This is an optimization exercise on Yosys and OpenROAD, whose aim is small area, not a production implementation. Function was checked by simulation only, so behaviour that the tests miss may differ from the original. No activity file was given, so power comes from the tool's default toggle rates.

--- design/flow/run.sh ---
#!/bin/bash
# synth_recipe.tcl (not shown) runs the flow's synth.tcl, then flattens the netlist and writes it again
# the make line also repeats each setting of config.mk as NAME=value (left out here)
make -C /OpenROAD-flow-scripts/flow DESIGN_CONFIG=/design/flow/config.mk WORK_HOME=/design/flow/orfs CLKGATE_MAP_FILE= SYNTH_SCRIPT=/design/flow/synth_recipe.tcl finish
--- design/flow/config.mk ---
export PLATFORM = sky130hd
export DESIGN_NAME = wb_regfile
export DESIGN_NICKNAME = wb_regfile
export VERILOG_FILES = /design/flow/design.v
export SDC_FILE = /design/flow/constraint.sdc
export NUM_CORES = 4
export LEC_CHECK = 0
export CAP_MARGIN = 20
export CORE_MARGIN = 2
export CORE_UTILIZATION = 40
export SLEW_MARGIN = 20
--- design/flow/constraint.sdc ---
create_clock -name core_clock -period 7.0 [get_ports {clk}]
set_input_delay 1.4000 -clock core_clock [delete_from_list [all_inputs] [get_ports {clk}]]
set_output_delay 1.4000 -clock core_clock [all_outputs]
set_load 0.01 [all_outputs]
--- design/flow/design.v ---
module wb_regfile #(
  parameter int XLEN  = 32,
  parameter int CNT_W = 32
) (
  input  logic             clk,
  input  logic             rst_n,
  input  logic [XLEN-1:0]  loadData_in,
  input  logic [XLEN-1:0]  sum_out_in,
  input  logic [XLEN-1:0]  result_in,
  input  logic [1:0]       controlRF_in,
  input  logic             we_in,
  input  logic [4:0]       rd_in,
  input  logic [4:0]       rs1,
  input  logic [4:0]       rs2,
  input  logic             cnt_clr,
  output logic [XLEN-1:0]  rd1,
  output logic [XLEN-1:0]  rd2,
  output logic [XLEN-1:0]  wb_data,
  output logic             wb_valid,
  output logic [CNT_W-1:0] commit_cnt
);
  logic [XLEN-1:0]  regs [32];
  logic [CNT_W-1:0] cnt_q;
  always_comb begin
    wb_data = result_in;
    case (controlRF_in)
      2'b01:   wb_data = loadData_in;
      2'b10:   wb_data = sum_out_in;
      default: wb_data = result_in;
    endcase
  end
  assign wb_valid = we_in && (rd_in != 5'd0);
  always_ff @(posedge clk or negedge rst_n) begin
    if (!rst_n) begin
      for (int i = 0; i < 32; i++) begin
        regs[i] <= '0;
      end
    end else if (wb_valid) begin
      regs[rd_in] <= wb_data;
    end
  end
  always_comb begin
    rd1 = regs[rs1];
    if (rs1 == 5'd0) begin
      rd1 = '0;
    end else if (wb_valid && (rs1 == rd_in)) begin
      rd1 = wb_data;
    end
  end
  always_comb begin
    rd2 = regs[rs2];
    if (rs2 == 5'd0) begin
      rd2 = '0;
    end else if (wb_valid && (rs2 == rd_in)) begin
      rd2 = wb_data;
    end
  end
  always_ff @(posedge clk or negedge rst_n) begin
    if (!rst_n) begin
      cnt_q <= '0;
    end else if (cnt_clr) begin
      cnt_q <= '0;
    end else if (wb_valid) begin
      cnt_q <= cnt_q + 1'b1;
    end
  end
  assign commit_cnt = cnt_q;
endmodule
==> summary.txt <==
==> worst max-delay path: stages <==
cell,delay [ns]
buf_2,0.46
buf_4,0.32
or4_2,0.66
o21a_2,0.79
o21ai_0,0.62
o22ai_1,0.55
clkdlybuf4s50_1,0.63
==> worst paths after layout <==
check,cells after the start,slack (ns),endpoint,start
hold / removal,2,0.49,regs[14][13]$_DFFE_PN0P_,regs[14][13]$_DFFE_PN0P_
setup reg to reg,6,4.61,cnt_q[31]$_DFFE_PN0P_,cnt_q[7]$_DFFE_PN0P_
min in group asynchronous,1,0.63,regs[8][17]$_DFFE_PN0P_,rst_n
setup / recovery,7,0.04,rd2[16],rs2[4]
max in group asynchronous,3,4.62,regs[26][31]$_DFFE_PN0P_,rst_n
hold reg to reg,2,0.49,regs[14][13]$_DFFE_PN0P_,regs[14][13]$_DFFE_PN0P_
==> layer usage <==
metal	vias to the layer above	part of all wire [%]	global-route usage, %
met1	26830	36	56.11
met3	1772	16	22.65
met2	5438	39	61.70
met5	-	0.065	0.5447
li1	21740	-	-
met4	18	8.8	30.49
==> cells in the mapped netlist (all sizes together), types with 19 or more instances <==
cell type,instances,area share [%]
a2111oi,126,2.2
a21oi,97,0.95
a221oi,36,0.61
a22oi,587,8.5
and3,411,5.0
buf,113,1.1
clkbuf,469,3.4
dfrtp,1024,50
inv,45,0.33
nand2,1181,8.6
nand3,125,1.2
nand4,116,1.4
nor2,137,1.1
nor3,23,0.23
nor4,70,0.89
o21ai,1042,10
o22ai,33,0.40
o31ai,29,0.42
xnor2,19,0.32
==> area by class of cell <==
class,instances,area [µm²]
diodes,40,100.1
clock buffers,159,3324
clock inverters,50,676.9
fillers,12170,66110
inverters,46,172.7
multi-input cells,4253,24390
flip-flops and latches,1024,25620
well taps,1662,2079
repair buffers,551,5205
==> sequential cells by signal (all words and copies together), names as in the netlist <==
register	flops
regs	992
cnt_q	32
==> through the flow <==
step           utilization [%]  power (µW)  hold slack [ns]
2_1_floorplan                -        8828           0.4553
3_3_place_gp             44.90       10400           0.4727
3_5_place_dp             44.95       10470           0.4812
4_1_cts                  48.08       16890           0.4955
5_1_grt                  48.15       17590           0.5235
6_report                 48.22       17100           0.4940
==> report_power, final <==
part | leakage [µW] | switching, µW | internal [µW]
combinational | 0.0121 | 1670 | 864
sequential | 0.0136 | 1140 | 6910
clock | 0.00194 | 2730 | 3790
==> kinds of logic (layout without fill, tap and decap cells) <==
| kind of cell | after synthesis | in the layout | share of synthesized area, % |
|---|---|---|---|
| buffers and inverters | 628 | 806 | 4.831 |
| adders and majority gates | 3 | 3 | 0.07280 |
| AOI/OAI and AO/OA | 2033 | 2033 | 24.58 |
| DFF | 1024 | 1024 | 49.69 |
| xor gates and xnor gates | 34 | 34 | 0.5775 |
| other | 0 | 40 | 0 |
| muxes | 15 | 15 | 0.3518 |
| and+or+nand+nor | 2168 | 2168 | 19.90 |
==> run_results.csv <==
group,metric,value,unit
yosys,synthCells,5905,
yosys,ys_types,72,
placed_design,place_congestion,1.035,
cells_and_area,most-common-layout-cells,"nand2_1 (1,160), o21ai_0 (1,042), dfrtp_1 (1,024), a22oi_1 (587), and3_1 (409)",
timing,rsz0062_at_grt,"false",
cells_and_area,final_cells,7785,
job,drv_cap,0,
clock_network,cts_max_path_buffers,3,
drt,dr.pass1.iters,15,
setup_path,crit_arrival,5.56,ns
drt,routed_wl,304800,µm
timing,tns,0,ns
yosys,yosysSeqAreaShare,49.69,%
cells_and_area,finalNetCount,6109,
setup_path,worstPathRequired,5.60,ns
cells_and_area,drive_above_1_share,11.52,%
global_route,grt_pass1_wl,417200,µm
timing,tightestPinTransition,1.386,ns
drt,wl_per_cell,39.15,µm
clock_network,path_clk_slew,0.07,ns
die,core,127700,µm²
clock_network,cts-resized-gates,0,
global_route,grt_max_degree,178,
drt,vias,55790,
yosys,avgSynthCellArea,8.733,µm²
setup_path,startpoint_type,"primary input",
die,io_pins,246,
clock_network,clk-insertion-delay-late,0.78,ns
timing,drv_slew,0,
die,start_util,40.39,%
drt,route.detailed.drc,0,
yosys,synth_warnings,2,
yosys,synth_edf_count,0,
timing,hold_viol_final,0,
setup_path,worst-setup-path-type,"primary input to primary output",
timing,max_slew_margin,7.248,%
clock_network,cts_buffers,113,
placed_design,dp_slack,0.6024,ns
yosys,synth-async-reset-ratio,100.0,%
setup_path,worstPathMaxFanout,19,
clock_network,cts-hold-fix-buffers,0,
clock_network,tritoncts,"built",
outcome,outcome,"no timing/DRC/antenna violations",
pwr,max-vdd-ir-drop,215.2,µV
drt,vias_per_cell,7.167,
cells_and_area,layout_commonest_cell,"nand2_1",
placed_design,dp_hpwl,190200,µm
yosys,ys.flop_type,"dfrtp_1",
cells_and_area,design_area,61570,µm²
timing,fmax,0.1437,GHz
pwr,power.density,277.8,nW/µm²
global_route,first_global_vias,51130,
die,die-area,131800,µm²
setup_path,endpoint_kind,"primary output",
placed_design,portBuffers,245,
yosys,synth.cell_area,51570,µm²
yosys,ys_seq_elements,1024,
drt,ant_nets,0,
global_route,grt_remaining_overflow,0,
drt,drt_iter0_drc,10970,
timing,min_period_over_period,99.41,%
timing,clock_skew,0.02735,ns
placed_design,dp.cells,7534,
die,die_width,363.1,µm
timing,setup_ws,0.04156,ns
clock_network,cts_root_buf,"clkbuf_16",
timing,fin_crit,6.958,ns
global_route,antenna_found_initial,40,
clock_network,clkSinkCount,1024,
placed_design,dpl_cell_area,57390,µm²
clock_network,htree_levels,3,
pwr,power_leakage,0.02767,µW
timing,finalSetupViolations,0,
worst_hold_path,hp-class,"register to register",
die,rows,131,
clock_network,cts_setup_buffers,0,
yosys,syn_nets,6025,
die,die_h,363.1,µm
cells_and_area,syn2layout_area_growth,19.40,%
global_route,grt_usage,45.42,%

static timing again, ports no longer ideal:
In the flow no input, the clock included, has a driving cell. The finished layout below was timed again as built, in two steps. Step 1 (the two cells are an assumption about what drives the block):
set clk [get_ports {clk}]
set_driving_cell -lib_cell sky130_fd_sc_hd__clkbuf_16 $clk
set_driving_cell -lib_cell sky130_fd_sc_hd__buf_2 [delete_from_list [all_inputs] $clk]
Step 2 also shifts input and output timing later by t, the mid clock arrival at the registers, as if the neighbouring blocks saw the same clock. a / b / c = no drivers / after step 1 / after step 2; a / b = the first two.
t, ns: 0.859
slack for setup (ns): 0.042 / -0.120 / -0.120
worst slew at a driven data input, ns: 0.21
Met with ideal ports but missed after step 2: setup timing in this run. For this run, drivers alone change the setup slack by -0.162 ns; drivers and shift together by -0.162 ns.
